This is an optimization exercise on Yosys and OpenROAD, whose aim is small area, a short achievable clock period and few clock cycles per item, not a production implementation. In this exercise RTL edits were held to simulation tests only and were not proved equivalent to the original. Power and IR drop assume default switching activity.

`design/flow/config.mk`:
```
export PLATFORM = sky130hd
export DESIGN_NAME = bark_difference_hash_bits_core
export DESIGN_NICKNAME = bark_difference_hash_bits_core
export VERILOG_FILES = /design/flow/design.v
export SDC_FILE = /design/flow/constraint.sdc
export NUM_CORES = 4
export LEC_CHECK = 0
export CAP_MARGIN = 20
export CORE_MARGIN = 2
export CORE_UTILIZATION = 45
export SETUP_SLACK_MARGIN = 5
export SLEW_MARGIN = 20
```
`design/flow/constraint.sdc`:
```
create_clock -name core_clock -period 9.0 [get_ports {aclk}]
set_input_delay 1.8000 -clock core_clock [delete_from_list [all_inputs] [get_ports {aclk}]]
set_output_delay 1.8000 -clock core_clock [all_outputs]
set_load 0.01 [all_outputs]
```
`design/flow/design.v`:
```
package bdh_pkg;
    localparam int CFG_IDX_W = 2;
    typedef logic [CFG_IDX_W-1:0] cfg_idx_t;
    localparam cfg_idx_t CFG_ENERGY_THR = 2'd0;
    localparam cfg_idx_t CFG_DIFF_THR   = 2'd1;
    localparam cfg_idx_t CFG_TOGGLE_CNT = 2'd2;
    localparam int CFG_DATA_W   = 32;
    localparam int TOGGLE_CNT_W = 6;
    localparam int MAX_TOGGLES  = 32;
    localparam int BAND_W     = 32;
    localparam int HASH_W     = 32;
    localparam int RANK_W     = 5;
    localparam int S_TDATA_W  = 32;
    localparam int M_TDATA_W  = 48;
    localparam int ST_W = 3;
    typedef logic [ST_W-1:0] state_t;
    localparam state_t ST_BAND  = 3'd0;
    localparam state_t ST_CALC  = 3'd1;
    localparam state_t ST_WRITE = 3'd2;
    localparam state_t ST_SCAN  = 3'd3;
    localparam state_t ST_DRAIN = 3'd4;
    localparam state_t ST_EMIT  = 3'd5;
    localparam state_t ST_EMIT0 = 3'd6;
endpackage
module bdh_ram #(
    parameter int WIDTH  = 8,
    parameter int DEPTH  = 32,
    parameter int ADDR_W = (DEPTH > 1) ? $clog2(DEPTH) : 1
) (
    input  logic              aclk,
    input  logic              we,
    input  logic [ADDR_W-1:0] waddr,
    input  logic [WIDTH-1:0]  wdata,
    input  logic              re,
    input  logic [ADDR_W-1:0] raddr,
    output logic [WIDTH-1:0]  rdata
);
    logic [WIDTH-1:0] mem [DEPTH];
    logic [WIDTH-1:0] rdata_reg;
    always_ff @(posedge aclk) begin
        if (we) begin
            mem[waddr] <= wdata;
        end
        if (re) begin
            rdata_reg <= mem[raddr];
        end
    end
    assign rdata = rdata_reg;
endmodule
import bdh_pkg::*;
module bark_difference_hash_bits_core #(
    parameter int NUM_BANDS    = 33,
    parameter int ENERGY_WIDTH = 32
) (
    input  logic                          aclk,
    input  logic                          aresetn,
    input  logic                          cfg_valid,
    output logic                          cfg_ready,
    input  bdh_pkg::cfg_idx_t             cfg_index,
    input  logic [bdh_pkg::CFG_DATA_W-1:0] cfg_data,
    input  logic                          s_tvalid,
    output logic                          s_tready,
    input  logic [bdh_pkg::S_TDATA_W-1:0] s_tdata,    
    input  logic [0:0]                    s_tuser,    
    output logic                          m_tvalid,
    input  logic                          m_tready,
    output logic [bdh_pkg::M_TDATA_W-1:0] m_tdata,
    output logic [0:0]                    m_tuser,    
    output logic                          m_tlast     
);
    localparam int NP = 32;      
    localparam int HW = 34;      
    logic [31:0] energy_thr_reg, diff_thr_reg;
    logic [5:0]  toggle_cnt_reg;
    logic        in_v_reg;               
    logic [31:0] in_e_reg;
    logic        in_u_reg;
    logic [5:0]  band_cnt_reg;           
    logic        band0_reg;              
    logic        first_reg;
    logic [31:0] prev_e_reg;
    logic [HW-1:0] a_reg;                
    logic [32:0]   dsel_reg;             
    logic [NP-1:0][32:0] dq;             
    logic          st_v_reg;
    logic [HW-1:0] st_h_reg;             
    logic          st_loud_reg;
    logic [4:0]    st_idx_reg;
    logic [31:0]   hash_acc_reg;
    logic [NP-1:0][HW-1:0] sh;           
    logic [NP-1:0][4:0]    sk;           
    logic [NP-1:0][4:0]    sx;           
    logic [NP-1:0]         si;           
    logic [NP-1:0]         sc;           
    logic [NP-1:0]         mask_reg;     
    logic [NP-1:0]         lm_reg;       
    logic [NP-1:0] pl_reg;               
    logic [4:0]    h0_reg, h1_reg;       
    logic          moved_reg;            
    logic          z_reg, one_reg;       
    logic        fc_reg;                 
    logic        pend_reg;               
    logic        active_reg;             
    logic        zero_reg;               
    logic        rank0_reg;              
    logic [4:0]  rank_reg, rank1_reg;    
    logic [5:0]  left_reg;               
    logic [31:0] sort_hash_reg;
    logic        m_valid_reg;
    logic [4:0]  m_rank_reg, m_idx_reg;
    logic        m_tv_reg, m_last_reg;
    logic        q_valid_reg;            
    logic [4:0]  q_rank_reg, q_idx_reg;
    logic        q_tv_reg, q_last_reg;
    logic step_reg, mv_reg, ins_reg, in_take_reg;
    logic rst_d_reg;                     
    logic step, mv, ins, in_take;
    assign step    = step_reg && !rst_d_reg;
    assign mv      = mv_reg && !rst_d_reg;
    assign ins     = ins_reg && !rst_d_reg;
    assign in_take = in_take_reg && !rst_d_reg;
    assign cfg_ready = 1'b1;
    assign s_tready  = !in_v_reg || in_take;
    logic in_v_n, st_v_n, fc_n, active_n, m_valid_n, q_valid_n, rank0_n, zero_n, band0_n;
    logic step_n, ins_ok_n;
    always_comb begin
        in_v_n    = (s_tvalid && s_tready) || (in_v_reg && !in_take);
        st_v_n    = (in_take && !band0_reg) || (st_v_reg && !ins);
        fc_n      = ins && (st_idx_reg == 5'd31);
        active_n  = fc_reg || (active_reg && !(step && (zero_reg || left_reg == 6'd1)));
        if (!m_valid_reg || m_tready) begin
            m_valid_n = q_valid_reg || step;
            q_valid_n = 1'b0;
        end else begin
            m_valid_n = m_valid_reg;
            q_valid_n = q_valid_reg || step;
        end
        rank0_n   = fc_reg || (rank0_reg && !step);
        zero_n    = fc_reg ? (toggle_cnt_reg == 6'd0) : zero_reg;
        band0_n   = in_take ? (!band0_reg && band_cnt_reg == 6'd32) : band0_reg;
        step_n   = active_n && !q_valid_n && (!rank0_n || !m_valid_n);
        ins_ok_n = !fc_n && (!active_n || step_n);
    end
    logic [32:0]   d_new;
    logic [HW-1:0] h_new, a_next;
    logic          loud, first_next;
    assign d_new  = {1'b0, prev_e_reg} - {1'b0, in_e_reg};
    assign h_new  = a_reg - {2'b00, in_e_reg};
    assign loud   = (prev_e_reg > energy_thr_reg) || (in_e_reg > energy_thr_reg);
    assign first_next = band0_reg ? (first_reg || in_u_reg) : first_reg;
    assign a_next = first_next ? {2'b00, in_e_reg}
                               : {2'b00, in_e_reg} - {dsel_reg[32], dsel_reg};
    logic [32:0] dsel_n;
    always_comb begin
        if (in_take && !band0_reg) dsel_n = band0_n ? dq[1] : dq[2];
        else                       dsel_n = band0_n ? dq[0] : dq[1];
    end
    logic h_bit;
    assign h_bit = st_loud_reg && (st_h_reg > {1'b1, 1'b0, diff_thr_reg});
    logic [NP-1:0] lt, gt;               
    genvar gn;
    generate
        for (gn = 0; gn < NP; gn++) begin : g_cmp
            assign lt[gn] = lm_reg[gn] && (sh[gn] < st_h_reg);
            assign gt[gn] = lm_reg[gn] && !(sh[gn] < st_h_reg) && !(sh[gn] == st_h_reg);
        end
    endgenerate
    logic [4:0] h0, h1;
    always_comb begin
        h0 = '0;
        h1 = '0;
        for (int j = 0; j < 16; j++) begin
            h0 = h0 + {4'd0, pl_reg[j]};
            h1 = h1 + {4'd0, pl_reg[16+j]};
        end
    end
    logic [NP-1:0] ob_any, ob_many;
    logic          pl_one;
    always_comb begin
        ob_any  = pl_reg;
        ob_many = '0;
        for (int l = 0; l < 5; l++)
            for (int j = 0; j < (NP >> (l + 1)); j++) begin
                ob_many[j] = ob_many[2*j] || ob_many[2*j+1] || (ob_any[2*j] && ob_any[2*j+1]);
                ob_any[j]  = ob_any[2*j] || ob_any[2*j+1];
            end
        pl_one = ob_any[0] && !ob_many[0];
    end
    logic [4:0] ksum;                    
    assign ksum = h0_reg + h1_reg;
    logic [NP-1:0] add_at;               
    always_comb begin
        add_at = '0;
        add_at[NP-1] = !moved_reg;
        add_at[NP-2] = moved_reg;
    end
    logic [NP-1:0] cand, win, incl;
    always_comb begin
        cand = sc & mask_reg;
        incl = cand;
        for (int l = 0; l < 5; l++)
            for (int j = 0; j < NP; j++)
                if ((j >> l) & 1) incl[j] = incl[j] | incl[((j >> l) << l) - 1];
        win[0] = cand[0];
        for (int j = 1; j < NP; j++) win[j] = cand[j] && !incl[j-1];
    end
    logic [4:0] win_idx;
    always_comb begin
        win_idx = '0;
        for (int j = 0; j < NP; j++) win_idx = win_idx | (win[j] ? sx[j] : 5'd0);
    end
    logic [NP-1:0] cnext;
    always_comb begin
        for (int j = 0; j < NP; j++)
            cnext[j] = si[j] ? (sk[j] <= rank_reg) : (sk[j] <= rank1_reg);
        if (pend_reg) cnext[NP-1] = z_reg || one_reg;
    end
    always_ff @(posedge aclk) begin
        if (s_tvalid && s_tready) begin
            in_e_reg <= s_tdata;
            in_u_reg <= s_tuser[0];
        end
        if (in_take) begin
            prev_e_reg <= in_e_reg;
            a_reg      <= a_next;
        end
        if (in_take && !band0_reg) begin
            for (int j = 0; j < NP - 1; j++) dq[j] <= dq[j+1];
            dq[NP-1]    <= d_new;
            st_h_reg    <= {~h_new[HW-1], h_new[HW-2:0]};
            st_loud_reg <= loud;
            st_idx_reg  <= band_cnt_reg[4:0] - 5'd1;
        end
        if (ins) begin
            for (int j = 0; j < NP - 1; j++) sh[j] <= sh[j+1];
            sh[NP-1] <= st_h_reg;
        end
        for (int j = 0; j < NP - 1; j++) begin
            if (mv && win[j+1]) begin
                sk[j] <= sk[0];
                si[j] <= si[0];
                sx[j] <= sx[0];
                sc[j] <= cnext[0];
            end else if (ins || (mv && mask_reg[j])) begin
                sk[j] <= sk[j+1] + {4'd0, si[j+1]} + (add_at[j+1] ? ksum : 5'd0);
                si[j] <= ins && gt[j+1];
                sx[j] <= sx[j+1];
                sc[j] <= cnext[j+1];
            end else begin
                if (add_at[j]) begin
                    sk[j] <= sk[j] + {4'd0, si[j]} + ksum;
                    si[j] <= 1'b0;
                end
                if (fc_reg) sc[j] <= (sk[j] == 5'd0) && !si[j] && (!add_at[j] || ksum == 5'd0);
            end
        end
        if (ins) begin
            sk[NP-1] <= 5'd0;
            sx[NP-1] <= st_idx_reg;
        end else begin
            sk[NP-1] <= sk[NP-1] + (add_at[NP-1] ? ksum : 5'd0);
        end
        si[NP-1] <= 1'b0;
        if (fc_reg) sc[NP-1] <= (pl_reg == '0);
        pl_reg    <= ins ? lt : '0;
        h0_reg    <= h0;
        h1_reg    <= h1;
        moved_reg <= ins;
        if (fc_reg) begin
            z_reg   <= (pl_reg == '0);
            one_reg <= pl_one;
        end
        if (ins) begin
            hash_acc_reg <= {hash_acc_reg[30:0], h_bit};
        end
        if (step && rank0_reg) begin
            sort_hash_reg <= hash_acc_reg;
        end
        if (!m_valid_reg || m_tready) begin
            if (q_valid_reg) begin
                m_rank_reg <= q_rank_reg;
                m_idx_reg  <= q_idx_reg;
                m_tv_reg   <= q_tv_reg;
                m_last_reg <= q_last_reg;
            end else begin
                m_rank_reg <= rank_reg;
                m_idx_reg  <= zero_reg ? 5'd0 : win_idx;
                m_tv_reg   <= !zero_reg;
                m_last_reg <= zero_reg || (left_reg == 6'd1);
            end
        end
        if (!q_valid_reg) begin
            q_rank_reg <= rank_reg;
            q_idx_reg  <= zero_reg ? 5'd0 : win_idx;
            q_tv_reg   <= !zero_reg;
            q_last_reg <= zero_reg || (left_reg == 6'd1);
        end
        if (step) begin
            rank_reg   <= rank1_reg;
            rank1_reg  <= rank1_reg + 5'd1;
            rank0_reg  <= 1'b0;
            left_reg   <= left_reg - 6'd1;
            mask_reg   <= {1'b0, mask_reg[NP-1:1]};
        end
        pend_reg <= fc_reg;
        dsel_reg <= dsel_n;
        rst_d_reg <= !aresetn;
        step_reg    <= step_n;
        mv_reg      <= step_n && !zero_n;
        ins_reg     <= st_v_n && ins_ok_n;
        in_take_reg <= in_v_n && (band0_n || !st_v_n || ins_ok_n);
        if (fc_reg) begin
            rank_reg  <= 5'd0;
            rank1_reg <= 5'd1;
            rank0_reg <= 1'b1;
            left_reg  <= (toggle_cnt_reg > 6'd32) ? 6'd32 : toggle_cnt_reg;
            zero_reg  <= (toggle_cnt_reg == 6'd0);
            mask_reg  <= '1;
        end
        if (!aresetn) begin
            energy_thr_reg <= 32'd25600;
            diff_thr_reg   <= 32'd2560;
            toggle_cnt_reg <= '0;
            in_v_reg       <= 1'b0;
            band_cnt_reg   <= '0;
            band0_reg      <= 1'b1;
            first_reg      <= 1'b1;
            st_v_reg       <= 1'b0;
            lm_reg         <= '0;
            fc_reg         <= 1'b0;
            active_reg     <= 1'b0;
            m_valid_reg    <= 1'b0;
            q_valid_reg    <= 1'b0;
        end else begin
            if (cfg_valid) begin
                case (cfg_index)
                    CFG_ENERGY_THR: energy_thr_reg <= cfg_data;
                    CFG_DIFF_THR:   diff_thr_reg   <= cfg_data;
                    CFG_TOGGLE_CNT: toggle_cnt_reg <= cfg_data[TOGGLE_CNT_W-1:0];
                    default: ;
                endcase
            end
            if (s_tvalid && s_tready) begin
                in_v_reg <= 1'b1;
            end else if (in_take) begin
                in_v_reg <= 1'b0;
            end
            if (in_take) begin
                first_reg <= first_next;
                if (band0_reg) begin
                    band_cnt_reg <= 6'd1;
                    band0_reg    <= 1'b0;
                end else if (band_cnt_reg == 6'd32) begin
                    band_cnt_reg <= 6'd0;
                    band0_reg    <= 1'b1;
                    first_reg    <= 1'b0;
                end else begin
                    band_cnt_reg <= band_cnt_reg + 6'd1;
                end
            end
            if (in_take && !band0_reg) begin
                st_v_reg <= 1'b1;
            end else if (ins) begin
                st_v_reg <= 1'b0;
            end
            if (ins) begin
                lm_reg <= (st_idx_reg == 5'd31) ? '0 : {1'b1, lm_reg[NP-1:1]};
            end
            fc_reg <= ins && (st_idx_reg == 5'd31);
            if (!m_valid_reg || m_tready) begin
                m_valid_reg <= q_valid_reg || step;
                q_valid_reg <= 1'b0;
            end else if (step) begin
                q_valid_reg <= 1'b1;
            end
            if (step && (zero_reg || left_reg == 6'd1)) begin
                active_reg <= 1'b0;
            end
            if (fc_reg) begin
                active_reg <= 1'b1;
            end
        end
    end
    assign m_tvalid = m_valid_reg;
    assign m_tdata  = {6'd0, m_idx_reg, m_rank_reg, sort_hash_reg};
    assign m_tuser  = m_tv_reg;
    assign m_tlast  = m_last_reg;
endmodule
```
`design/flow/flow/run.sh`:
```
#!/bin/bash
set -euo pipefail
sed -e 's/SETUP_SLACK_MARGIN=[0-9.]*/SETUP_SLACK_MARGIN=5.8/' standard.sh > standard_margin.sh
grep -q 'SETUP_SLACK_MARGIN=5.8' standard_margin.sh
bash standard_margin.sh > standard_flow.log 2>&1
```
`design/flow/standard.sh`:
```
#!/bin/bash
# synth_recipe.tcl (not shown) runs the flow's synth.tcl, then flattens the netlist and writes it again
# the make line also repeats each setting of config.mk as NAME=value (left out here)
make -C /OpenROAD-flow-scripts/flow DESIGN_CONFIG=/design/flow/config.mk WORK_HOME=/design/flow/orfs CLKGATE_MAP_FILE= SYNTH_SCRIPT=/design/flow/synth_recipe.tcl "${@:-finish}"
```
==> results of run 1 <==
-- worst max-delay path by stage --
stage                                       from                            to  slack [ns]
after floorplan                rst_d_reg$_DFF_P_  band_cnt_reg[3]$_SDFFE_PN0P_      -10.17
after global placement           sc[1]$_DFFE_PP_              sc[28]$_DFFE_PP_        3.69
final                     m_idx_reg[3]$_DFFE_PN_                   m_tdata[40]        5.26
after CTS                 m_idx_reg[3]$_DFFE_PN_                   m_tdata[40]        5.30
after global routing      m_idx_reg[3]$_DFFE_PN_                   m_tdata[40]        5.25
after detailed placement         sc[1]$_DFFE_PP_              sc[28]$_DFFE_PP_        3.44
-- area by class of cell --
type | instances | area [um^2]
fillers | 25160 | 146100
flip-flops and latches | 3002 | 87620
multi-input cells | 6481 | 54580
clock buffers | 409 | 8539
repair buffers | 579 | 6112
well taps | 4140 | 5180
clock inverters | 180 | 1735
inverters | 331 | 1299
diodes | 2 | 5.005
-- logic make-up after synthesis --
kind of cell,Yosys count
muxes,204
DFF,3002
xor gates and xnor gates,198
AOI/OAI and AO/OA,2122
adders and majority gates,1718
and+or+nand+nor,2216
other,2
buffers and inverters,537
-- metrics by stage --
| stage | utilization (%) | hold slack, ns |
|---|---|---|
| 4_1_cts | 52.07 | 0.3619 |
| 6_report | 53.06 | 0.3546 |
| 2_1_floorplan | - | 0.4003 |
| 5_1_grt | 53.05 | 0.3741 |
| 3_5_place_dp | 47.31 | 0.4045 |
| 3_3_place_gp | 47.31 | 0.4003 |
-- timing repair --
action | CTS | global route
pin swaps | 221 | 252
cloned | 17 | 15
buffers inserted | 188 | 118
setup endpoints to repair | 1837 | 1183
resized for setup | 826 | 429
-- routing by layer --
layer / vias to the layer above / wire length [um]
met5: - / 59
met4: 6 / 14020
met3: 670 / 22440
met2: 2502 / 163600
met1: 43040 / 151000
li1: 40190 / -
-- worst reg2reg max path, stage by stage (launching register included) --
cell      delay [ns]
edfxtp_1        0.39
a222oi_1        0.35
buf_4           0.22
nand4_1         0.10
buf_6           0.17
or4b_4          0.58
nor2_4          0.15
and3_4          0.23
nand4_4         0.12
or4_4           0.59
buf_8           0.20
mux2_2          0.26
-- Yosys cell counts, types with 21 or more instances --
cell type  instances  area (um^2)
edfxtp_1        2744        82400
ha_1            1690        21150
nand2_1          694         2605
a21oi_1          625         3128
a21o_1           499         3746
o21ai_0          350         1752
inv_1            328         1231
nor2_1           276         1036
nand4_1          272         1702
dfxtp_1          258         5165
nor2b_1          203         1270
o21a_1           186         1396
mux2_2           183         2061
clkbuf_1         176        660.6
nand3_1          169        845.8
nand2b_1         132        825.8
xnor2_1          111        972.2
and3_1           105        656.9
a31oi_1          100        625.6
a211oi_1          95        713.2
xor2_1            87        762.0
nor3_1            78        390.4
nor4_1            62        387.9
or2_2             48        300.3
nand3b_1          42        315.3
a311oi_1          33        289.0
and4_1            29        254.0
a22oi_1           27        202.7
fa_1              27        540.5
or4_1             27        202.7
or3_1             26        162.7
a221oi_1          23        201.4
and2_1            21        131.4
-- layout by cell type (no fill, tap or decap), types with 72 or more instances in the layout --
cell and n:
a211oi_1 72, a21oi_1 552, inv_1 304, xnor2_1 110, buf_6 152, a21o_1 499, buf_4 230, mux2_2 156
edfxtp_1 2744, nand2_1 647, and3_1 97, nand3_1 161, nor2b_1 189, o21a_1 180, dfxtp_1 237, nand4_1 272
ha_1 1617, nand2b_1 125, nor2_1 246, clkbuf_1 76, xor2_1 85, a31oi_1 92, o21ai_0 258, clkbuf_16 331
-- power by group --
group,leakage (uW),internal [uW],total (uW),switching [uW]
registers,0.0271,15700,16000,307
logic,0.0308,1160,2910,1750
clock network,0.00498,7360,12900,5580
total,0.0630,24200,31800,7630
==> impl_metrics.py, run 1 <==
metrics = {
    "outcome": {
        "status": "no timing/DRC/antenna violations",
    },
    "place": {
        "io_buffers": 117,
        "postPlaceCellArea_um2": 147200,
        "dp_hpwl_um": 238500,
        "gp_congestion": 0.9085,
        "pre_cts_ws_ns": 3.443,
        "numPlacedInstances": 14200,
    },
    "yosys": {
        "syn_area_per_cell_um2": 14.04,
        "synthXorXnorAreaFrac_pct": 1.235,
        "synth_top_family_by_area": "adder cells",
        "synth_fa_ha_area_share_pct": 15.45,
        "ys_seq_area_share_pct": 62.37,
        "async_reset_ff_share_pct": 0,
        "synth_area_um2": 140400,
        "synth.distinct_cells": 83,
        "synth_cells": 9999,
        "yosys.area_share.simple_pct": 8.123,
        "synth_edf_count": 2744,
        "yosysWarnings": 1,
        "synth_mux_area_share_pct": 1.620,
        "synth_flop_cell": "edfxtp_1",
        "synth_compound_area_share_pct": 9.708,
        "ys_ff_latch": 3002,
    },
    "detailed_routing": {
        "drc": 0,
        "first_pass_iters": 10,
        "wirelength_um": 351200,
        "drt-vias-per-instance": 5.713,
        "ant_nets": 0,
        "vias": 86410,
        "wl_per_cell_um": 23.22,
        "drt_iter0_drc": 7120,
    },
    "setup_path": {
        "cp_cell_sequence": "buf_6",
        "crit_fanout": 1,
        "slowest_delay_ns": 0.83,
        "worstSetupPathType": "register to output port",
        "crit_buf_inv": 1,
        "end_kind": "output port",
        "r2r_cells": 11,
        "cp_top_family": "flip-flops",
        "crit_required_ns": 7.20,
        "critPathArrivalTime_ns": 1.94,
        "timing.rr.end": "sk[141]$_DFFE_PP_",
        "cp.depth": 1,
        "crit_path_start_kind": "register",
        "ff2ff_setup_slack_ns": 5.40,
        "slowest_stage": "edfxtp_1",
        "timing.rr.start": "sc[2]$_DFFE_PP_",
    },
    "timing": {
        "relSlewSlack_pct": 28.47,
        "clock.fmax_ghz": 0.2673,
        "setup_viol": 0,
        "period_needed_ns": 3.742,
        "skew_ns": 0.09239,
        "setup_tns_ns": 0,
        "worst_pin_slew_ns": 1.073,
        "hold_viol": 0,
        "setup_slack_ns": 5.258,
        "rsz0062_at_grt": "true",
        "finalMaxSlewViolations": 0,
        "timing.final.crit_share_pct": 41.57,
    },
    "power": {
        "pwr_density_cell_nw_per_um2": 192.6,
        "power.leakage_uw": 0.06297,
        "total_power_uw": 31800,
        "ir_worst_vdd_mv": 0.1794,
    },
    "global_route": {
        "grt_max_degree": 191,
        "grt_pass1_wl_um": 522900,
        "grt_pass1_vias": 87980,
        "grt_use_met1_pct": 28.80,
        "top_usage_layer": "met2",
        "track_usage_pct": 21.60,
        "gr-usage-met3_pct": 3.826,
        "antenna_found_initial": 12,
        "grtUsageMet2_pct": 35.18,
        "grt_remaining_overflow": 0,
    },
    "clock_tree": {
        "clock-sinks": 3002,
        "path_clk_slew_ns": 0.06,
        "root_buffer": "clkbuf_16",
        "cts_tree": "built",
        "cts_max_path_buffers": 4,
        "worstSkewPairLatency_ns": 0.95,
        "postCtsHoldBufs": 0,
        "cts_made_buffers": 323,
        "htree_num_levels": 5,
    },
    "final_layout": {
        "drive_gt1_share_pct": 15.95,
        "largest_reg_flops": 1088,
        "largest-register": "sh",
        "num-nets-final": 12510,
        "reg_top3": "sh: 1088 flops, dq: 1056 flops",
        "final_area_um2": 165100,
        "final_cells": 15120,
        "area_growth_pct": 17.58,
    },
    "flow_run": {
        "drv_cap": 0,
    },
    "floorplanning": {
        "core_um2": 311100,
        "die_area_um2": 316500,
        "pin_count": 125,
        "die_y_um": 562.5,
        "rows": 205,
        "die_x_um": 562.5,
        "initial_core_util_pct": 45.12,
    },
    "min_path": {
        "min_from": "dq[1015]$_DFFE_PP_",
        "hold_depth": 0,
        "hold_path_class": "register to register",
        "hold_end": "dq[982]$_DFFE_PP_",
    },
}
Testbench counts, summed over its fixed seeds: cycles 7,800, frames 192.
==> run 2, diff against run 1 <==
--- a/design/flow/config.mk
+++ b/design/flow/config.mk
@@ -10,2 +10,5 @@
 export CORE_UTILIZATION = 45
+export CTS_BUF_LIST = sky130_fd_sc_hd__clkbuf_8
+export CTS_CLUSTER_DIAMETER = 50
+export CTS_CLUSTER_SIZE = 16
 export SETUP_SLACK_MARGIN = 5
==> impl_metrics.py, run 2 <==
metrics = {
    "outcome": {
        "status": "no timing/DRC/antenna violations",
    },
    "floorplanning": {
        "initial_core_util_pct": 45.12,
        "core_um2": 311100,
        "die_area_um2": 316500,
        "die_y_um": 562.5,
        "die_x_um": 562.5,
        "pin_count": 125,
        "rows": 205,
    },
    "timing": {
        "worst_pin_slew_ns": 1.084,
        "relSlewSlack_pct": 27.72,
        "skew_ns": 0.1287,
        "setup_viol": 0,
        "timing.final.crit_share_pct": 42.39,
        "finalMaxSlewViolations": 0,
        "hold_viol": 0,
        "rsz0062_at_grt": "true",
        "clock.fmax_ghz": 0.2621,
        "period_needed_ns": 3.815,
    },
    "detailed_routing": {
        "ant_nets": 0,
        "vias": 86170,
        "drt_iter0_drc": 7028,
        "drt-vias-per-instance": 5.705,
        "wirelength_um": 349600,
        "first_pass_iters": 7,
        "drc": 0,
        "wl_per_cell_um": 23.14,
    },
    "setup_path": {
        "crit_buf_inv": 1,
        "timing.rr.start": "sc[2]$_DFFE_PP_",
        "cp_top_family": "flip-flops",
        "cp_cell_sequence": "buf_6",
        "crit_path_start_kind": "register",
        "slowest_delay_ns": 0.76,
        "end_kind": "output port",
        "crit_required_ns": 7.20,
        "cp.depth": 1,
        "worstSetupPathType": "register to output port",
        "worstSetupStartpoint": "m_idx_reg[4]$_DFFE_PN_",
        "slowest_stage": "edfxtp_1",
        "timing.rr.end": "sk[137]$_DFFE_PP_",
        "ff2ff_setup_slack_ns": 5.34,
        "crit_path_end": "m_tdata[41]",
        "critPathArrivalTime_ns": 2.02,
        "crit_fanout": 1,
        "r2r_cells": 16,
    },
    "final_layout": {
        "final_cell_mix": "2744 x edfxtp_1, 1625 x ha_1, 647 x nand2_1",
        "layout_commonest_cell": "edfxtp_1",
        "reg_top3": "sh: 1088 flops, dq: 1056 flops",
        "area_growth_pct": 14.88,
        "num-nets-final": 12480,
        "final_cells": 15110,
        "largest_reg_flops": 1088,
        "largest-register": "sh",
        "nFillCells": 25730,
        "drive_gt1_share_pct": 16.38,
    },
    "clock_tree": {
        "root_buffer": "clkbuf_8",
        "postCtsHoldBufs": 0,
        "clock-sinks": 3002,
        "cts_tree": "built",
        "worstSkewPairLatency_ns": 1.08,
        "htree_num_levels": 5,
        "cts_max_path_buffers": 4,
        "path_clk_slew_ns": 0.09,
        "cts_made_buffers": 337,
    },
    "yosys": {
        "yosysWarnings": 1,
        "yosysTopAreaCell": "edfxtp_1",
        "async_reset_ff_share_pct": 0,
        "synth_area_leaders": "edfxtp_1 59%, ha_1 15%, dfxtp_1 3.7%",
        "synth.distinct_cells": 83,
        "synth_edf_count": 2744,
        "synth_commonest_cells": "2744 x edfxtp_1, 1690 x ha_1, 694 x nand2_1",
        "synth_area_um2": 140400,
        "syn_area_per_cell_um2": 14.04,
        "ys_seq_area_share_pct": 62.37,
        "synth_flop_cell": "edfxtp_1",
        "synth_cells": 9999,
        "synth_top_area_share_pct": 58.69,
        "ys_ff_latch": 3002,
        "yosysMostFrequentCell": "edfxtp_1",
    },
    "global_route": {
        "antenna_found_initial": 13,
        "grt_max_degree": 191,
        "track_usage_pct": 21.57,
        "grt_pass1_vias": 87920,
        "grt_remaining_overflow": 0,
        "grt_pass1_wl_um": 522200,
    },
    "min_path": {
        "hold_path_class": "register to register",
    },
    "place": {
        "numPlacedInstances": 14200,
        "dp_hpwl_um": 238500,
        "io_buffers": 117,
        "gp_congestion": 0.9085,
    },
    "flow_run": {
        "drv_cap": 0,
    },
    "power": {
        "pwr_density_cell_nw_per_um2": 179.5,
        "power.leakage_uw": 0.06146,
        "total_power_uw": 28940,
        "ir_worst_vdd_mv": 0.1753,
    },
}
[run 2: cell counts after synthesis]
Identical to the previous run, type by type.
[run 2: routing by layer]
layer	GRT usage, %	vias to the layer above	share of wire, %
met3	3.945	647	6.4
li1	-	40090	-
met1	28.83	42860	43
met2	35.16	2575	47
met5	0	-	0
met4	7.766	0	3.8
[run 2: worst min-delay path by stage]
stage                            start            endpoint  cells past startpoint
floorplan           dq[1033]$_DFFE_PP_  dq[1000]$_DFFE_PP_                      0
global placement     dq[597]$_DFFE_PP_   dq[564]$_DFFE_PP_                      0
detailed placement   dq[145]$_DFFE_PP_   dq[112]$_DFFE_PP_                      0
CTS                  dq[200]$_DFFE_PP_   dq[167]$_DFFE_PP_                      0
global route         dq[200]$_DFFE_PP_   dq[167]$_DFFE_PP_                      0
finish               sh[445]$_DFFE_PP_   sh[411]$_DFFE_PP_                      0
[run 2: cell type report]
| class | count | area, um^2 | area share [%] |
|---|---|---|---|
| Clock inverter | 260 | 2625 | 1.628 |
| Inverter | 331 | 1309 | 0.8115 |
| Tap cell | 4140 | 5180 | 3.212 |
| Sequential cell | 3002 | 87630 | 54.33 |
| Clock buffer | 345 | 4748 | 2.944 |
| Antenna cell | 9 | 22.52 | 0.01396 |
| Timing Repair Buffer | 544 | 5687 | 3.526 |
| Multi-Input combinational cell | 6474 | 54080 | 33.53 |
[run 2: what timing repair did]
item	CTS	global route
buffers inserted	186	86
gates resized for setup	804	358
cloned	18	6
endpoints found under the setup margin	1826	1159
pin swaps	177	222
[run 2: kinds of logic after synthesis]
kind of cell               share of synthesized area (%)
buffers and inverters                              1.480
and+or+nand+nor                                    8.123
adders and majority gates                          15.45
xor gates and xnor gates                           1.235
AOI/OAI and AO/OA                                  9.708
muxes                                              1.620
other                                           0.005350
DFF                                                62.37
[run 2: per-stage QoR]
step	cell area [um^2]	setup WS (ns)	setup TNS, ns	utilization [%]	hold WS (ns)
3_5_place_dp	147200	3.443	0	47.31	0.4045
6_report	161300	5.185	0	51.84	0.3458
3_3_place_gp	147200	3.685	0	47.31	0.4003
2_1_floorplan	140500	-10.17	-9069.72	-	0.4003
5_1_grt	161300	5.046	0	51.83	0.3542
4_1_cts	159000	5.104	0	51.11	0.3379
[run 2: power breakdown]
part / internal [uW] / total (uW) / switching [uW]
sequential: 15600 / 15900 / 304
clock: 4610 / 10100 / 5510
combinational: 1150 / 2890 / 1740
==> run 3, diff against run 2 <==
--- a/design/flow/design.v
+++ b/design/flow/design.v
@@ -198,3 +198,3 @@
     always_comb begin
-        cand = sc & mask_reg;
+        cand = sc;
         incl = cand;
@@ -216,2 +216,3 @@
         if (pend_reg) cnext[NP-1] = z_reg || one_reg;
+        cnext = cnext & mask_reg;
     end
@@ -264,2 +265,3 @@
         if (fc_reg) sc[NP-1] <= (pl_reg == '0);
+        else if (ins || mv) sc[NP-1] <= 1'b0;
         pl_reg    <= ins ? lt : '0;
==> impl_metrics.py, run 3 <==
metrics = {
    "floorplanning": {
        "die_y_um": 562.5,
        "pin_count": 125,
        "core_um2": 311100,
        "initial_core_util_pct": 45.11,
        "rows": 205,
        "die_x_um": 562.5,
        "die_area_um2": 316400,
    },
    "global_route": {
        "grt_pass1_vias": 88790,
        "antenna_found_initial": 13,
        "grt_pass1_wl_um": 523500,
        "grt_max_degree": 206,
        "track_usage_pct": 21.61,
        "grt_remaining_overflow": 0,
    },
    "place": {
        "gp_congestion": 0.8865,
        "postPlaceCellArea_um2": 146900,
        "numPlacedInstances": 14220,
        "io_buffers": 117,
        "dp_hpwl_um": 234500,
    },
    "timing": {
        "finalMaxSlewViolations": 0,
        "timing.final.crit_share_pct": 43.35,
        "clock.fmax_ghz": 0.2563,
        "worst_pin_slew_ns": 1.101,
        "hold_viol": 0,
        "relSlewSlack_pct": 26.35,
        "setup_tns_ns": 0,
        "rsz0062_at_grt": "true",
        "setup_viol": 0,
        "skew_ns": 0.1409,
        "period_needed_ns": 3.901,
    },
    "yosys": {
        "synth_area_leaders": "edfxtp_1 59%, ha_1 15%, dfxtp_1 3.7%",
        "synth_edf_count": 2745,
        "synth.distinct_cells": 86,
        "ys_ff_latch": 3003,
        "yosysTopAreaCell": "edfxtp_1",
        "synth_commonest_cells": "2745 x edfxtp_1, 1690 x ha_1, 687 x nand2_1",
        "async_reset_ff_share_pct": 0,
        "yosysMostFrequentCell": "edfxtp_1",
        "synth_flop_cell": "edfxtp_1",
        "synth_cells": 10060,
        "synth_top_area_share_pct": 58.73,
        "yosysWarnings": 1,
        "synth_area_um2": 140300,
        "ys_seq_area_share_pct": 62.42,
        "syn_area_per_cell_um2": 13.95,
    },
    "setup_path": {
        "timing.rr.start": "st_h_reg[3]$_DFFE_PP_",
        "timing.rr.end": "si[3]$_DFFE_PP_",
        "slowest_stage": "edfxtp_1",
        "r2r_cells": 14,
        "cp.depth": 1,
        "end_kind": "output port",
        "critPathArrivalTime_ns": 2.10,
        "crit_fanout": 1,
        "crit_path_end": "m_tdata[41]",
        "worstSetupStartpoint": "m_idx_reg[4]$_DFFE_PN_",
        "worstSetupPathType": "register to output port",
        "crit_buf_inv": 1,
        "cp_cell_sequence": "buf_6",
        "crit_path_start_kind": "register",
        "slowest_delay_ns": 0.82,
        "ff2ff_setup_slack_ns": 5.51,
        "cp_top_family": "flip-flops",
        "crit_required_ns": 7.20,
    },
    "clock_tree": {
        "htree_num_levels": 5,
        "cts_max_path_buffers": 4,
        "clock-sinks": 3003,
        "root_buffer": "clkbuf_8",
        "path_clk_slew_ns": 0.10,
        "cts_tree": "built",
        "worstSkewPairLatency_ns": 1.14,
        "cts_made_buffers": 349,
    },
    "final_layout": {
        "drive_gt1_share_pct": 17.09,
        "largest-register": "sh",
        "num-nets-final": 12560,
        "reg_top3": "sh: 1088 flops, dq: 1056 flops",
        "layout_commonest_cell": "edfxtp_1",
        "final_cell_mix": "2745 x edfxtp_1, 1598 x ha_1, 642 x nand2_1",
        "largest_reg_flops": 1088,
        "final_area_um2": 162700,
        "area_growth_pct": 15.95,
        "final_cells": 15210,
    },
    "min_path": {
        "min_from": "dq[478]$_DFFE_PP_",
        "hold_path_class": "register to register",
    },
    "power": {
        "pwr-share-comb_pct": 9.5,
        "pwr_density_cell_nw_per_um2": 181.6,
        "power.leakage_uw": 0.06150,
        "swShare_pct": 25.99,
        "p_sw_uw": 7680,
        "ir_worst_vdd_mv": 0.1405,
        "seq_power_share_pct": 54.0,
        "p_int_uw": 21870,
        "clkPwrFrac_pct": 36.5,
    },
    "detailed_routing": {
        "ant_nets": 0,
        "wirelength_um": 351300,
        "first_pass_iters": 6,
        "drt-vias-per-instance": 5.688,
        "drc": 0,
        "vias": 86520,
        "wl_per_cell_um": 23.09,
        "drt_iter0_drc": 7404,
    },
    "outcome": {
        "status": "no timing/DRC/antenna violations",
    },
    "flow_run": {
        "drv_cap": 0,
    },
}
-- run 3: changes by cell type after synthesis, moves of 17 or more --
| cell | previous run | this run |
|---|---|---|
| a221oi_1 | 23 | 51 |
| a211oi_1 | 95 | 64 |
| nand4_1 | 272 | 289 |
| a21oi_1 | 625 | 662 |
| nor2_1 | 276 | 324 |
| a31oi_1 | 100 | 51 |
| nand3_1 | 169 | 221 |
| a21o_1 | 499 | 453 |
| o21a_1 | 186 | 129 |
| nor2b_1 | 203 | 230 |
| or3_1 | 26 | 9 |
| o21ai_0 | 350 | 421 |
| and3_1 | 105 | 72 |
-- run 3: cell families after synthesis --
kind of cell / share of synthesized area [%]
compound gates: 9.531
other cells: 0.005351
fa+ha+maj: 15.46
simple gates: 8.334
flops: 62.42
xor+xnor: 1.286
buf+inv: 1.524
mux: 1.446
-- run 3: layout make-up --
| type | instances | area [um^2] |
|---|---|---|
| clock buffers | 361 | 4969 |
| fillers | 25640 | 148400 |
| clock inverters | 286 | 3114 |
| multi-input cells | 6518 | 54560 |
| inverters | 341 | 1359 |
| flip-flops and latches | 3003 | 87670 |
| well taps | 4140 | 5180 |
| diodes | 2 | 5.005 |
| repair buffers | 561 | 5869 |
-- run 3: per-stage QoR --
stage	utilization, %	setup WS [ns]	hold slack (ns)	total power [uW]
floorplan	-	-10.17	0.3731	17840
global placement	47.20	4.444	0.4003	18540
detailed placement	47.21	4.423	0.4045	18680
CTS	51.09	5.015	0.3566	29680
global route	52.30	4.972	0.3777	30690
finish	52.30	5.099	0.3438	29550
-- run 3: worst min path at each step --
stage	endpoint	slack, ns	cells past startpoint
floorplan	pend_reg$_DFF_P_	0.37	0
global placement	dq[385]$_DFFE_PP_	0.40	0
detailed placement	dq[101]$_DFFE_PP_	0.40	0
CTS	dq[445]$_DFFE_PP_	0.36	0
global route	dq[534]$_DFFE_PP_	0.38	0
finish	dq[445]$_DFFE_PP_	0.34	0
-- run 3: per-layer routing --
metal / vias to the layer above / routed length, um / GRT usage [%]
met5: - / 71 / 0
met4: 8 / 15280 / 8.798
met3: 703 / 21350 / 3.512
met2: 2439 / 163900 / 35.29
met1: 43050 / 150700 / 28.70
li1: 40320 / - / -
-- run 3: power by group through the flow --
stage	clock network, uW	registers [uW]	logic (uW)
after floorplan	0	16200	1630
after global placement	0	16200	2290
after detailed placement	0	16300	2420
after CTS	11100	15900	2650
after global routing	11600	16000	3120
final	10800	15900	2820
-- run 3: repair_timing --
| item | 4_1_cts | 5_1_grt |
|---|---|---|
| endpoints found under the setup margin | 1046 | 1533 |
| resized for setup | 765 | 436 |
| pin swaps | 177 | 352 |
| setup buffers | 161 | 157 |
| hold buffers | 0 | 0 |
| gates cloned | 15 | 13 |
Testbench counts of run 3, summed over its fixed seeds: cycles 7,800, frames 192.
==> run 4, diff against run 3 <==
--- a/design/flow/config.mk
+++ b/design/flow/config.mk
@@ -9,3 +9,3 @@
 export CORE_MARGIN = 2
-export CORE_UTILIZATION = 45
+export CORE_UTILIZATION = 55
 export CTS_BUF_LIST = sky130_fd_sc_hd__clkbuf_8
==> impl_metrics.py, run 4 <==
metrics = {
    "floorplanning": {
        "pin_count": 125,
        "die_y_um": 509.1,
        "core_um2": 253900,
        "initial_core_util_pct": 55.27,
        "die_area_um2": 259200,
        "rows": 185,
        "die_x_um": 509.1,
    },
    "place": {
        "io_buffers": 117,
        "gp_congestion": 0.8865,
        "pre_cts_ws_ns": 4.286,
        "dp_hpwl_um": 235800,
    },
    "detailed_routing": {
        "first_pass_iters": 6,
        "ant_nets": 0,
        "wl_per_cell_um": 24.57,
        "vias": 85750,
        "drt_iter0_drc": 6777,
        "wirelength_um": 352100,
        "drc": 0,
        "drt-vias-per-instance": 5.985,
    },
    "final_layout": {
        "layout_commonest_cell": "edfxtp_1",
        "final_cell_mix": "2745 x edfxtp_1, 1624 x ha_1, 643 x nand2_1",
        "reg_top3": "sh: 1088 flops, dq: 1056 flops",
        "drive_gt1_share_pct": 15.85,
        "largest_reg_flops": 1088,
        "fin_util_pct": 63.00,
        "nFillCells": 18870,
        "num-nets-final": 12490,
        "largest-register": "sh",
        "area_growth_pct": 14.00,
    },
    "global_route": {
        "grt_max_degree": 202,
        "grt_pass1_wl_um": 524900,
        "track_usage_pct": 26.78,
        "grt_remaining_overflow": 0,
        "antenna_found_initial": 7,
        "grt_pass1_vias": 87680,
    },
    "yosys": {
        "yosysMostFrequentCell": "edfxtp_1",
        "syn_area_per_cell_um2": 13.95,
        "yosysWarnings": 1,
        "synth_area_um2": 140300,
        "synth_area_leaders": "edfxtp_1 59%, ha_1 15%, dfxtp_1 3.7%",
        "synth_commonest_cells": "2745 x edfxtp_1, 1690 x ha_1, 687 x nand2_1",
        "synth.distinct_cells": 86,
        "synth_edf_count": 2745,
        "synth_flop_cell": "edfxtp_1",
        "yosysTopAreaCell": "edfxtp_1",
        "synth_cells": 10060,
        "ys_seq_area_share_pct": 62.42,
        "async_reset_ff_share_pct": 0,
        "synth_top_area_share_pct": 58.73,
        "ys_ff_latch": 3003,
    },
    "timing": {
        "worst_pin_slew_ns": 1.118,
        "finalMaxSlewViolations": 0,
        "hold_viol": 0,
        "setup_slack_ns": 5.166,
        "setup_viol": 0,
        "holdWs_ns": 0.3860,
        "rsz0062_at_grt": "true",
        "period_needed_ns": 3.834,
        "skew_ns": 0.08619,
        "timing.final.crit_share_pct": 42.60,
        "relSlewSlack_pct": 25.47,
        "clock.fmax_ghz": 0.2609,
    },
    "setup_path": {
        "crit_buf_inv": 1,
        "slowest_delay_ns": 0.69,
        "end_kind": "output port",
        "crit_required_ns": 7.20,
        "cp_cell_sequence": "buf_2",
        "critPathArrivalTime_ns": 2.03,
        "crit_path_start_kind": "register",
        "slowest_stage": "edfxtp_1",
        "crit_fanout": 1,
        "cp_top_family": "flip-flops",
        "worstSetupPathType": "register to output port",
    },
    "clock_tree": {
        "clock-sinks": 3003,
        "root_buffer": "clkbuf_8",
        "cts_made_buffers": 343,
        "path_clk_slew_ns": 0.10,
        "htree_num_levels": 5,
        "cts_max_path_buffers": 4,
        "cts_tree": "built",
        "postCtsHoldBufs": 0,
        "worstSkewPairLatency_ns": 1.12,
    },
    "outcome": {
        "status": "no timing/DRC/antenna violations",
    },
    "min_path": {
        "hold_path_class": "register to register",
    },
    "power": {
        "total_power_uw": 28740,
        "power.leakage_uw": 0.06074,
        "pwr_density_cell_nw_per_um2": 179.7,
        "ir_worst_vdd_mv": 0.1671,
    },
    "flow_run": {
        "drv_cap": 0,
    },
}
[run 4: cell counts after synthesis]
Identical to the previous run, type by type.
[run 4: logic make-up after synthesis]
group	count (synthesis)	share of synthesized area (%)
AO/OA/AOI/OAI	2114	9.531
AND/OR/NAND/NOR	2284	8.334
multiplexers	181	1.446
buffers and inverters	551	1.524
other	2	0.005351
XOR/XNOR	206	1.286
adder cells (fa/ha/maj)	1718	15.46
flip-flops	3003	62.42
[run 4: per-stage QoR]
step           cells  instance area (um^2)  setup TNS (ns)
2_1_floorplan  10060                140500        -9069.72
3_3_place_gp   13460                146000               0
3_5_place_dp   13460                146100               0
4_1_cts        14200                157000               0
5_1_grt        14330                160000               0
6_report       14330                160000               0
[run 4: path summary, 6_finish.rpt]
path / from / end / slack [ns] / cells past startpoint
setup / recovery: m_idx_reg[4]$_DFFE_PN_ / m_tdata[41] / 5.17 / 1
hold reg to reg: dq[517]$_DFFE_PP_ / dq[484]$_DFFE_PP_ / 0.39 / 0
setup reg to reg: in_e_reg[1]$_DFFE_PP_ / dq[1054]$_DFFE_PP_ / 5.51 / 16
hold / removal: dq[517]$_DFFE_PP_ / dq[484]$_DFFE_PP_ / 0.39 / 0
[run 4: where the power goes]
group / internal [uW] / switching, uW / total, uW
logic: 1110 / 1640 / 2750
registers: 15600 / 315 / 15900
clock network: 4650 / 5410 / 10100
total: 21400 / 7360 / 28700
[run 4: what timing repair did]
action	CTS	global route
pin swaps	187	330
endpoints found under the setup margin	1757	818
gates resized for setup	720	395
setup buffers	121	109
cloned	15	16
[run 4: cell type report]
cell class / instances / area (um^2) / share of cell area [%]
Inverter: 341 / 1349 / 0.8431
Tap cell: 3366 / 4212 / 2.633
Clock buffer: 353 / 4858 / 3.037
Antenna cell: 7 / 17.52 / 0.01095
Timing Repair inverter: 2 / 17.52 / 0.01095
Sequential cell: 3003 / 87650 / 54.79
Multi-Input combinational cell: 6520 / 54290 / 33.94
Timing Repair Buffer: 491 / 5121 / 3.201
Clock inverter: 246 / 2464 / 1.540
[run 4: routing by layer]
layer | routed length, um | global-route usage, %
met5 | 12 | 0
met1 | 144400 | 33.99
met4 | 14790 | 10.32
met3 | 15910 | 3.292
met2 | 177000 | 46.85
==> run 5, diff against run 4 <==
--- a/design/flow/design.v
+++ b/design/flow/design.v
@@ -122,3 +122,4 @@
     assign cfg_ready = 1'b1;
-    assign s_tready  = !in_v_reg || in_take;
+    logic s_tready_reg;                  
+    assign s_tready  = s_tready_reg;
     logic in_v_n, st_v_n, fc_n, active_n, m_valid_n, q_valid_n, rank0_n, zero_n, band0_n;
@@ -313,2 +314,3 @@
         in_take_reg <= in_v_n && (band0_n || !st_v_n || ins_ok_n);
+        s_tready_reg <= !aresetn || !in_v_n || (band0_n || !st_v_n || ins_ok_n);
         if (fc_reg) begin
--- a/design/flow/config.mk
+++ b/design/flow/config.mk
@@ -9,3 +9,3 @@
 export CORE_MARGIN = 2
-export CORE_UTILIZATION = 55
+export CORE_UTILIZATION = 45
 export CTS_BUF_LIST = sky130_fd_sc_hd__clkbuf_8
==> impl_metrics.py, run 5 <==
metrics = {
    "final_layout": {
        "num-nets-final": 12640,
        "largest-register": "sh",
        "drive_gt1_share_pct": 16.92,
        "layout_commonest_cell": "edfxtp_1",
        "largest_reg_flops": 1088,
        "final_cells": 15280,
        "fin_util_pct": 52.27,
        "area_growth_pct": 15.75,
        "final_area_um2": 162800,
        "final_cell_mix": "2745 x edfxtp_1, 1589 x ha_1, 647 x nand2_1",
        "reg_top3": "sh: 1088 flops, dq: 1056 flops",
    },
    "yosys": {
        "synth_top_area_share_pct": 58.62,
        "ys_ff_latch": 3004,
        "synth_commonest_cells": "2745 x edfxtp_1, 1690 x ha_1, 683 x a21oi_1",
        "synth_cells": 10110,
        "syn_area_per_cell_um2": 13.91,
        "synth_flop_cell": "edfxtp_1",
        "async_reset_ff_share_pct": 0,
        "synth_area_leaders": "edfxtp_1 59%, ha_1 15%, dfxtp_1 3.7%",
        "synth_edf_count": 2745,
        "ys_seq_area_share_pct": 62.31,
        "yosysMostFrequentCell": "edfxtp_1",
        "yosysWarnings": 1,
        "synth_area_um2": 140600,
        "synth.distinct_cells": 92,
        "yosysTopAreaCell": "edfxtp_1",
    },
    "power": {
        "power.leakage_uw": 0.06150,
        "pwr_density_cell_nw_per_um2": 179.7,
        "ir_worst_vdd_mv": 0.1634,
    },
    "global_route": {
        "grt_remaining_overflow": 0,
        "grt_pass1_vias": 89640,
        "grt_pass1_wl_um": 537100,
        "track_usage_pct": 22.21,
        "grt_max_degree": 199,
        "antenna_found_initial": 11,
    },
    "floorplanning": {
        "pin_count": 125,
        "die_x_um": 563.0,
        "rows": 205,
        "die_y_um": 563.0,
        "core_um2": 311400,
        "die_area_um2": 316900,
        "initial_core_util_pct": 45.15,
    },
    "detailed_routing": {
        "wirelength_um": 360800,
        "vias": 87610,
        "first_pass_iters": 8,
        "drt-vias-per-instance": 5.733,
        "drc": 0,
        "drt_iter0_drc": 7621,
        "wl_per_cell_um": 23.62,
        "ant_nets": 0,
    },
    "place": {
        "io_buffers": 117,
        "gp_congestion": 0.9046,
        "numPlacedInstances": 14290,
        "postPlaceCellArea_um2": 147400,
        "dp_hpwl_um": 243400,
    },
    "min_path": {
        "hold_path_class": "register to register",
        "min_from": "dq[559]$_DFFE_PP_",
        "hold_end": "dq[526]$_DFFE_PP_",
        "hold_depth": 0,
    },
    "setup_path": {
        "r2r_cells": 14,
        "crit_path_start_kind": "register",
        "end_kind": "output port",
        "critPathArrivalTime_ns": 1.84,
        "slowest_delay_ns": 0.53,
        "ff2ff_setup_slack_ns": 5.50,
        "crit_required_ns": 7.20,
        "slowest_stage": "edfxtp_1",
        "crit_fanout": 1,
        "cp_cell_sequence": "buf_6",
        "cp_top_family": "flip-flops",
        "worstSetupPathType": "register to output port",
        "timing.rr.start": "in_e_reg[0]$_DFFE_PP_",
        "timing.rr.end": "dq[1053]$_DFFE_PP_",
        "crit_buf_inv": 1,
    },
    "clock_tree": {
        "cts_max_path_buffers": 4,
        "worstSkewPairLatency_ns": 1.11,
        "cts_tree": "built",
        "path_clk_slew_ns": 0.10,
        "root_buffer": "clkbuf_8",
        "cts_made_buffers": 354,
        "clock-sinks": 3004,
        "htree_num_levels": 5,
    },
    "timing": {
        "hold_viol": 0,
        "timing.final.crit_share_pct": 40.43,
        "period_needed_ns": 3.639,
        "setup_viol": 0,
        "finalMaxSlewViolations": 0,
        "clock.fmax_ghz": 0.2748,
        "rsz0062_at_grt": "true",
        "skew_ns": 0.1219,
        "relSlewSlack_pct": 24.95,
        "worst_pin_slew_ns": 1.126,
    },
    "flow_run": {
        "drv_cap": 0,
    },
    "outcome": {
        "status": "no timing/DRC/antenna violations",
    },
}
-- run 5: changes by cell type after synthesis, moves of 12 or more --
| cell | previous run | this run |
|---|---|---|
| a211oi_1 | 64 | 76 |
| o221ai_1 | 18 | 32 |
| o21ai_1 | 2 | 22 |
| o31ai_1 | 30 | 15 |
| mux2_1 | 0 | 39 |
| mux2_2 | 174 | 129 |
| o21a_1 | 129 | 113 |
| o21ai_0 | 421 | 396 |
| nand2_1 | 687 | 669 |
| nor2_1 | 324 | 358 |
| a221oi_1 | 51 | 39 |
| nand3_1 | 221 | 208 |
| a21oi_1 | 662 | 683 |
-- run 5: cells by family (layout without fill, tap and decap cells) --
kind of cell	Yosys count	after routing	share of synthesized area, %
mux	184	184	1.459
fa+ha+maj	1718	1718	15.43
compound gates	2137	2137	9.591
xor+xnor	198	198	1.233
flops	3004	3004	62.31
buf+inv	548	1569	1.494
other cells	2	9	0.005341
simple gates	2316	2321	8.474
-- run 5: per-layer routing --
metal  global-route usage, %  share of wire (%)  vias to the layer above
met2                   36.01                 46                     2597
li1                        -                  -                    40620
met4                   7.143                3.4                        2
met1                   30.31                 44                    43770
met5                       0             0.0036                        -
met3                   3.906                6.7                      618
-- run 5: worst max-delay path by stage --
stage,from,to,slack (ns),depth (start not counted)
global route,m_idx_reg[3]$_DFFE_PN_,m_tdata[40],5.34,1
floorplan,rst_d_reg$_DFF_P_,band_cnt_reg[3]$_SDFFE_PN0P_,-10.07,5
CTS,m_idx_reg[4]$_DFFE_PN_,m_tdata[41],5.29,1
detailed placement,sc[1]$_DFFE_PP_,si[18]$_DFFE_PP_,4.54,7
finish,m_idx_reg[4]$_DFFE_PN_,m_tdata[41],5.36,1
global placement,st_h_reg[3]$_DFFE_PP_,si[22]$_DFFE_PP_,4.09,13
-- run 5: repair_timing --
item	in CTS	in global routing
resized for setup	787	387
setup endpoints to repair	1627	398
setup buffers	181	135
pin swaps	201	286
cloned	18	6
hold buffers	0	0
-- run 5: cell type report --
| cell class | instances | area [um^2] |
|---|---|---|
| fill | 25980 | 148600 |
| multi-input combinational | 6565 | 54810 |
| antenna | 2 | 5.005 |
| clock buffer | 364 | 5010 |
| timing repair inverter | 2 | 16.27 |
| clock inverter | 283 | 2849 |
| sequential | 3004 | 87670 |
| timing repair buffer | 580 | 5846 |
| inverter | 340 | 1365 |
| tap | 4140 | 5180 |
-- run 5: through the flow --
step | power, uW | TNS (ns) | setup slack [ns] | hold WS, ns
floorplan | 17810 | -8957.02 | -10.07 | 0.4003
global placement | 18540 | 0 | 4.089 | 0.4005
detailed placement | 18670 | 0 | 4.541 | 0.4045
CTS | 29380 | 0 | 5.285 | 0.3609
global route | 30420 | 0 | 5.337 | 0.3819
finish | 29250 | 0 | 5.361 | 0.3540
-- run 5: where the power goes --
part	total, uW	switching, uW	internal [uW]
logic	2770	1650	1120
registers	16000	346	15600
clock network	10500	5680	4820
Testbench counts of run 5, summed over its fixed seeds: cycles 7,800, frames 192.
==> run 6, diff against run 5 <==
==> design/flow/flow/run.sh (replaced) <==
#!/bin/bash
set -euo pipefail
sed -e 's/SETUP_SLACK_MARGIN=[0-9.]*/SETUP_SLACK_MARGIN=5.5/' standard.sh > standard_margin.sh
grep -q 'SETUP_SLACK_MARGIN=5.5' standard_margin.sh
bash standard_margin.sh > standard_flow.log 2>&1
==> impl_metrics.py, run 6 <==
metrics = {
    "place": {
        "io_buffers": 117,
        "postPlaceCellArea_um2": 147400,
        "gp_congestion": 0.9046,
        "dp_hpwl_um": 243400,
    },
    "power": {
        "power.leakage_uw": 0.05973,
        "pwr_density_cell_nw_per_um2": 184.1,
        "total_power_uw": 28980,
        "ir_worst_vdd_mv": 0.1625,
    },
    "setup_path": {
        "end_kind": "output port",
        "crit_fanout": 1,
        "slowest_delay_ns": 0.53,
        "crit_path_start_kind": "register",
        "crit_buf_inv": 1,
        "cp_top_family": "flip-flops",
        "critPathArrivalTime_ns": 1.83,
        "slowest_stage": "edfxtp_1",
        "cp_cell_sequence": "buf_6",
        "crit_required_ns": 7.20,
        "worstSetupPathType": "register to output port",
    },
    "timing": {
        "relSlewSlack_pct": 20.43,
        "holdWs_ns": 0.3586,
        "period_needed_ns": 3.632,
        "worst_pin_slew_ns": 1.192,
        "finalMaxSlewViolations": 0,
        "skew_ns": 0.1157,
        "rsz0062_at_grt": "true",
        "clock.fmax_ghz": 0.2753,
        "setup_viol": 0,
        "timing.final.crit_share_pct": 40.36,
        "hold_viol": 0,
    },
    "final_layout": {
        "largest_reg_flops": 1088,
        "final-seq-area_um2": 87660,
        "final_area_um2": 157400,
        "fin_util_pct": 50.56,
        "reg_top3": "sh: 1088 flops, dq: 1056 flops",
        "nFillCells": 26480,
        "largest-register": "sh",
        "drive_gt1_share_pct": 12.00,
        "area_growth_pct": 11.97,
        "layout_commonest_cell": "edfxtp_1",
        "final_cell_mix": "2745 x edfxtp_1, 1673 x ha_1, 670 x a21oi_1",
        "multiInputGateArea_um2": 52170,
        "num-nets-final": 12390,
    },
    "yosys": {
        "synth_commonest_cells": "2745 x edfxtp_1, 1690 x ha_1, 683 x a21oi_1",
        "yosysMostFrequentCell": "edfxtp_1",
        "synth_area_um2": 140600,
        "synth_edf_count": 2745,
        "synth_cells": 10110,
        "async_reset_ff_share_pct": 0,
        "synth_top_family_by_area": "adder cells",
        "synth_area_leaders": "edfxtp_1 59%, ha_1 15%, dfxtp_1 3.7%",
        "yosysWarnings": 1,
        "ys_ff_latch": 3004,
        "synth.distinct_cells": 92,
        "synth_mux_area_share_pct": 1.459,
        "ys_seq_area_share_pct": 62.31,
        "yosysTopAreaCell": "edfxtp_1",
        "synth_flop_cell": "edfxtp_1",
        "syn_area_per_cell_um2": 13.91,
        "synth_top_area_share_pct": 58.62,
        "synthXorXnorAreaFrac_pct": 1.233,
        "synth_compound_area_share_pct": 9.591,
        "yosys.area_share.simple_pct": 8.474,
        "synth_fa_ha_area_share_pct": 15.43,
    },
    "detailed_routing": {
        "drt-vias-per-instance": 5.705,
        "drc": 0,
        "vias": 85800,
        "wl_per_cell_um": 23.12,
        "first_pass_iters": 7,
        "drt_iter0_drc": 7207,
        "ant_nets": 0,
        "wirelength_um": 347700,
    },
    "clock_tree": {
        "cts_tree": "built",
        "postCtsHoldBufs": 0,
        "root_buffer": "clkbuf_8",
        "htree_num_levels": 5,
        "worstSkewPairLatency_ns": 1.10,
        "clock-sinks": 3004,
        "cts_made_buffers": 354,
        "path_clk_slew_ns": 0.09,
        "cts_max_path_buffers": 4,
    },
    "floorplanning": {
        "die_x_um": 563.0,
        "pin_count": 125,
        "die_area_um2": 316900,
        "die_y_um": 563.0,
        "core_um2": 311400,
        "initial_core_util_pct": 45.15,
        "rows": 205,
    },
    "min_path": {
        "hold_path_class": "register to register",
    },
    "global_route": {
        "grt_max_degree": 199,
        "grt_pass1_wl_um": 524100,
        "track_usage_pct": 21.58,
        "grt_pass1_vias": 88300,
        "grt_remaining_overflow": 0,
        "antenna_found_initial": 13,
    },
    "outcome": {
        "status": "no timing/DRC/antenna violations",
    },
    "flow_run": {
        "drv_cap": 0,
    },
}
==> run 6: per-stage QoR <==
| stage | TNS [ns] | instances | setup slack [ns] |
|---|---|---|---|
| after floorplan | -8957.02 | 10110 | -10.07 |
| after global placement | 0 | 14290 | 4.089 |
| after detailed placement | 0 | 14290 | 4.541 |
| after CTS | 0 | 14990 | 5.285 |
| after global routing | 0 | 15040 | 5.337 |
| final | 0 | 15040 | 5.368 |
==> run 6: cells by family after synthesis <==
logic type / Yosys count
xor gates and xnor gates: 198
and+or+nand+nor: 2316
other: 2
AOI/OAI and AO/OA: 2137
muxes: 184
buffers and inverters: 548
DFF: 3004
adders and majority gates: 1718
==> run 6: power by group <==
part / switching (uW) / internal (uW)
registers: 341 / 15600
clock network: 5670 / 4820
logic: 1550 / 969
==> run 6: final timing paths <==
kind | start | end | depth (start not counted) | slack, ns
setup / recovery | m_idx_reg[4]$_DFFE_PN_ | m_tdata[41] | 1 | 5.37
hold / removal | dq[559]$_DFFE_PP_ | dq[526]$_DFFE_PP_ | 0 | 0.36
setup reg to reg | sc[19]$_DFFE_PP_ | m_idx_reg[2]$_DFFE_PN_ | 10 | 5.43
hold reg to reg | dq[559]$_DFFE_PP_ | dq[526]$_DFFE_PP_ | 0 | 0.36
==> run 6: what timing repair did <==
item | 4_1_cts | 5_1_grt
setup buffers | 45 | 48
endpoints found under the setup margin | 1160 | 653
pin swaps | 27 | 48
gates cloned | 2 | 3
gates resized for setup | 397 | 160
==> run 6: per-layer routing <==
layer,wire length (um),part of all wire [%],vias to the layer above,track usage (%)
met5,26,0.0075,-,0
met4,11460,3.3,4,7.011
met3,22760,6.5,590,3.766
met2,162400,47,2428,35.35
met1,151000,43,42690,29.11
li1,-,-,40100,-
==> run 6: final cells by class <==
cell class | instances | area share [%]
Multi-Input combinational cell | 6560 | 33.14
Timing Repair Buffer | 345 | 2.053
Tap cell | 4140 | 3.290
Clock buffer | 364 | 3.182
Inverter | 340 | 0.8424
Antenna cell | 3 | 0.004768
Clock inverter | 283 | 1.810
Sequential cell | 3004 | 55.68
==> run 7, diff against run 6 <==
--- a/design/flow/config.mk
+++ b/design/flow/config.mk
@@ -9,3 +9,3 @@
 export CORE_MARGIN = 2
-export CORE_UTILIZATION = 45
+export CORE_UTILIZATION = 50
 export CTS_BUF_LIST = sky130_fd_sc_hd__clkbuf_8
==> impl_metrics.py, run 7 <==
metrics = {
    "floorplanning": {
        "core_um2": 279600,
        "die_y_um": 534.3,
        "pin_count": 125,
        "die_x_um": 534.3,
        "rows": 194,
        "initial_core_util_pct": 50.28,
        "die_area_um2": 285500,
    },
    "place": {
        "postPlaceCellArea_um2": 146800,
        "io_buffers": 117,
        "dp_hpwl_um": 242500,
        "gp_congestion": 0.9152,
    },
    "detailed_routing": {
        "drt-vias-per-instance": 5.826,
        "vias": 85230,
        "wl_per_cell_um": 23.65,
        "ant_nets": 0,
        "wirelength_um": 346000,
        "first_pass_iters": 6,
        "drc": 0,
        "drt_iter0_drc": 6549,
    },
    "timing": {
        "timing.final.crit_share_pct": 40.58,
        "worst_pin_slew_ns": 1.142,
        "skew_ns": 0.08712,
        "hold_viol": 0,
        "clock.fmax_ghz": 0.2738,
        "finalMaxSlewViolations": 0,
        "relSlewSlack_pct": 23.88,
        "period_needed_ns": 3.652,
        "setup_viol": 0,
        "setup_tns_ns": 0,
        "rsz0062_at_grt": "true",
    },
    "yosys": {
        "synth_edf_count": 2745,
        "synth.distinct_cells": 92,
        "synth_top_area_share_pct": 58.62,
        "synth_area_um2": 140600,
        "syn_area_per_cell_um2": 13.91,
        "ys_seq_area_share_pct": 62.31,
        "synth_flop_cell": "edfxtp_1",
        "yosysTopAreaCell": "edfxtp_1",
        "ys_ff_latch": 3004,
        "yosysWarnings": 1,
        "yosysMostFrequentCell": "edfxtp_1",
        "synth_commonest_cells": "2745 x edfxtp_1, 1690 x ha_1, 683 x a21oi_1",
        "synth_cells": 10110,
        "synth_area_leaders": "edfxtp_1 59%, ha_1 15%, dfxtp_1 3.7%",
        "async_reset_ff_share_pct": 0,
    },
    "setup_path": {
        "critPathArrivalTime_ns": 1.85,
        "timing.rr.start": "in_e_reg[1]$_DFFE_PP_",
        "crit_required_ns": 7.20,
        "cp_top_family": "flip-flops",
        "worstSetupPathType": "register to output port",
        "crit_buf_inv": 1,
        "crit_path_end": "m_tdata[38]",
        "crit_path_start_kind": "register",
        "slowest_delay_ns": 0.57,
        "worstSetupStartpoint": "m_idx_reg[1]$_DFFE_PN_",
        "r2r_cells": 14,
        "end_kind": "output port",
        "cp.depth": 1,
        "cp_cell_sequence": "buf_6",
        "timing.rr.end": "a_reg[25]$_DFFE_PP_",
        "ff2ff_setup_slack_ns": 5.53,
        "crit_fanout": 1,
        "slowest_stage": "edfxtp_1",
    },
    "power": {
        "swShare_pct": 25.93,
        "power.leakage_uw": 0.05965,
        "pwr_density_cell_nw_per_um2": 184.9,
        "p_int_uw": 21460,
        "pwr-share-comb_pct": 8.8,
        "seq_power_share_pct": 55.0,
        "ir_worst_vdd_mv": 0.2206,
        "p_sw_uw": 7511,
        "clkPwrFrac_pct": 36.2,
    },
    "final_layout": {
        "nFillCells": 22340,
        "num-nets-final": 12390,
        "layout_commonest_cell": "edfxtp_1",
        "final-seq-area_um2": 87650,
        "largest_reg_flops": 1088,
        "area_growth_pct": 11.42,
        "multiInputGateArea_um2": 52020,
        "reg_top3": "sh: 1088 flops, dq: 1056 flops",
        "drive_gt1_share_pct": 11.75,
        "final_area_um2": 156700,
        "final_cell_mix": "2745 x edfxtp_1, 1674 x ha_1, 671 x a21oi_1",
        "largest-register": "sh",
    },
    "global_route": {
        "antenna_found_initial": 20,
        "track_usage_pct": 23.87,
        "grt_max_degree": 189,
        "grt_pass1_vias": 86930,
        "grt_pass1_wl_um": 519600,
        "grt_remaining_overflow": 0,
    },
    "clock_tree": {
        "root_buffer": "clkbuf_8",
        "cts_max_path_buffers": 4,
        "clock-sinks": 3004,
        "htree_num_levels": 5,
        "path_clk_slew_ns": 0.10,
        "worstSkewPairLatency_ns": 1.07,
        "cts_tree": "built",
        "cts_made_buffers": 351,
    },
    "flow_run": {
        "drv_cap": 0,
    },
    "min_path": {
        "hold_depth": 0,
        "hold_path_class": "register to register",
    },
    "outcome": {
        "status": "no timing/DRC/antenna violations",
    },
}
run 7: stage by stage:
step | instances | util, % | hold slack, ns | setup slack, ns | power [uW]
2_1_floorplan | 10110 | - | 0.4003 | -10.07 | 17810
3_3_place_gp | 13870 | 52.50 | 0.4005 | 4.337 | 18540
3_5_place_dp | 13870 | 52.50 | 0.4045 | 4.332 | 18660
4_1_cts | 14540 | 55.57 | 0.3919 | 5.295 | 29200
5_1_grt | 14620 | 56.02 | 0.3997 | 5.352 | 30100
6_report | 14630 | 56.03 | 0.3991 | 5.348 | 28970
run 7: per-layer routing:
metal / global-route usage, % / routed length (um)
met1: 32.02 / 147800
met2: 39.41 / 163700
met3: 3.663 / 21510
met4: 8.697 / 12980
met5: 0 / 13
run 7: power groups by stage:
stage                     combinational, uW  sequential (uW)  clock [uW]
after global placement                 2300            16200           0
after CTS                              2490            15900       10800
final                                  2550            15900       10500
after floorplan                        1600            16200           0
after detailed placement               2410            16300           0
after global routing                   2840            16000       11300
run 7: cell type report:
class | instances | area share [%]
Clock inverter | 279 | 1.797
Inverter | 340 | 0.8426
Timing Repair Buffer | 347 | 2.037
Clock buffer | 361 | 3.171
Tap cell | 3724 | 2.974
Antenna cell | 14 | 0.02236
Multi-Input combinational cell | 6560 | 33.21
Sequential cell | 3004 | 55.95
run 7: how the worst min path moves through the flow:
stage | slack [ns] | start | to
2_1_floorplan | 0.40 | dq[1033]$_DFFE_PP_ | dq[1000]$_DFFE_PP_
3_3_place_gp | 0.40 | dq[166]$_DFFE_PP_ | dq[133]$_DFFE_PP_
3_5_place_dp | 0.40 | dq[1040]$_DFFE_PP_ | dq[1007]$_DFFE_PP_
4_1_cts | 0.39 | dq[820]$_DFFE_PP_ | dq[787]$_DFFE_PP_
5_1_grt | 0.40 | dq[389]$_DFFE_PP_ | dq[356]$_DFFE_PP_
6_report | 0.40 | dq[820]$_DFFE_PP_ | dq[787]$_DFFE_PP_
run 7: logic make-up after synthesis:
family / synth area share (%)
flops: 62.31
xor+xnor: 1.233
compound gates: 9.591
other cells: 0.005341
simple gates: 8.474
buf+inv: 1.494
fa+ha+maj: 15.43
mux: 1.459
run 7: timing repair:
item | 4_1_cts | 5_1_grt
cloned | 4 | 2
setup buffers | 28 | 70
hold buffers | 0 | 0
setup endpoints to repair | 947 | 602
pin swaps | 20 | 37
endpoints found under the hold margin | 0 | 0
gates resized for setup | 352 | 145

-- separate check: timing with driven ports --
No port has a modelled driver above. Below, the same layouts with a new extraction and two added sets of constraints. Step 1: set_driving_cell puts a clkbuf_16 on aclk and a buf_2 on each other input, an assumption about the parent block. Step 2 times the ports against the registers' clock, not the clock port: input delays grow and output delays shrink by t, the midpoint of the rising clock arrivals with the driver on. Slacks: ideal / step 1 / step 2; pairs: ideal / step 1.
| run | t (ns) | setup slack, ns |
|---|---|---|
| run 1 | 1.001 | 5.258 / 5.159 / 5.075 |
| run 2 | 1.129 | 5.185 / 5.087 / 5.191 |
| run 3 | 1.165 | 5.099 / 4.994 / 4.985 |
| run 4 | 1.165 | 5.166 / 5.071 / 4.973 |
| run 5 | 1.157 | 5.361 / 5.266 / 4.849 |
| run 6 | 1.147 | 5.368 / 5.275 / 4.874 |
| run 7 | 1.126 | 5.348 / 5.252 / 4.517 |
After both steps setup and hold are still met in every run listed.
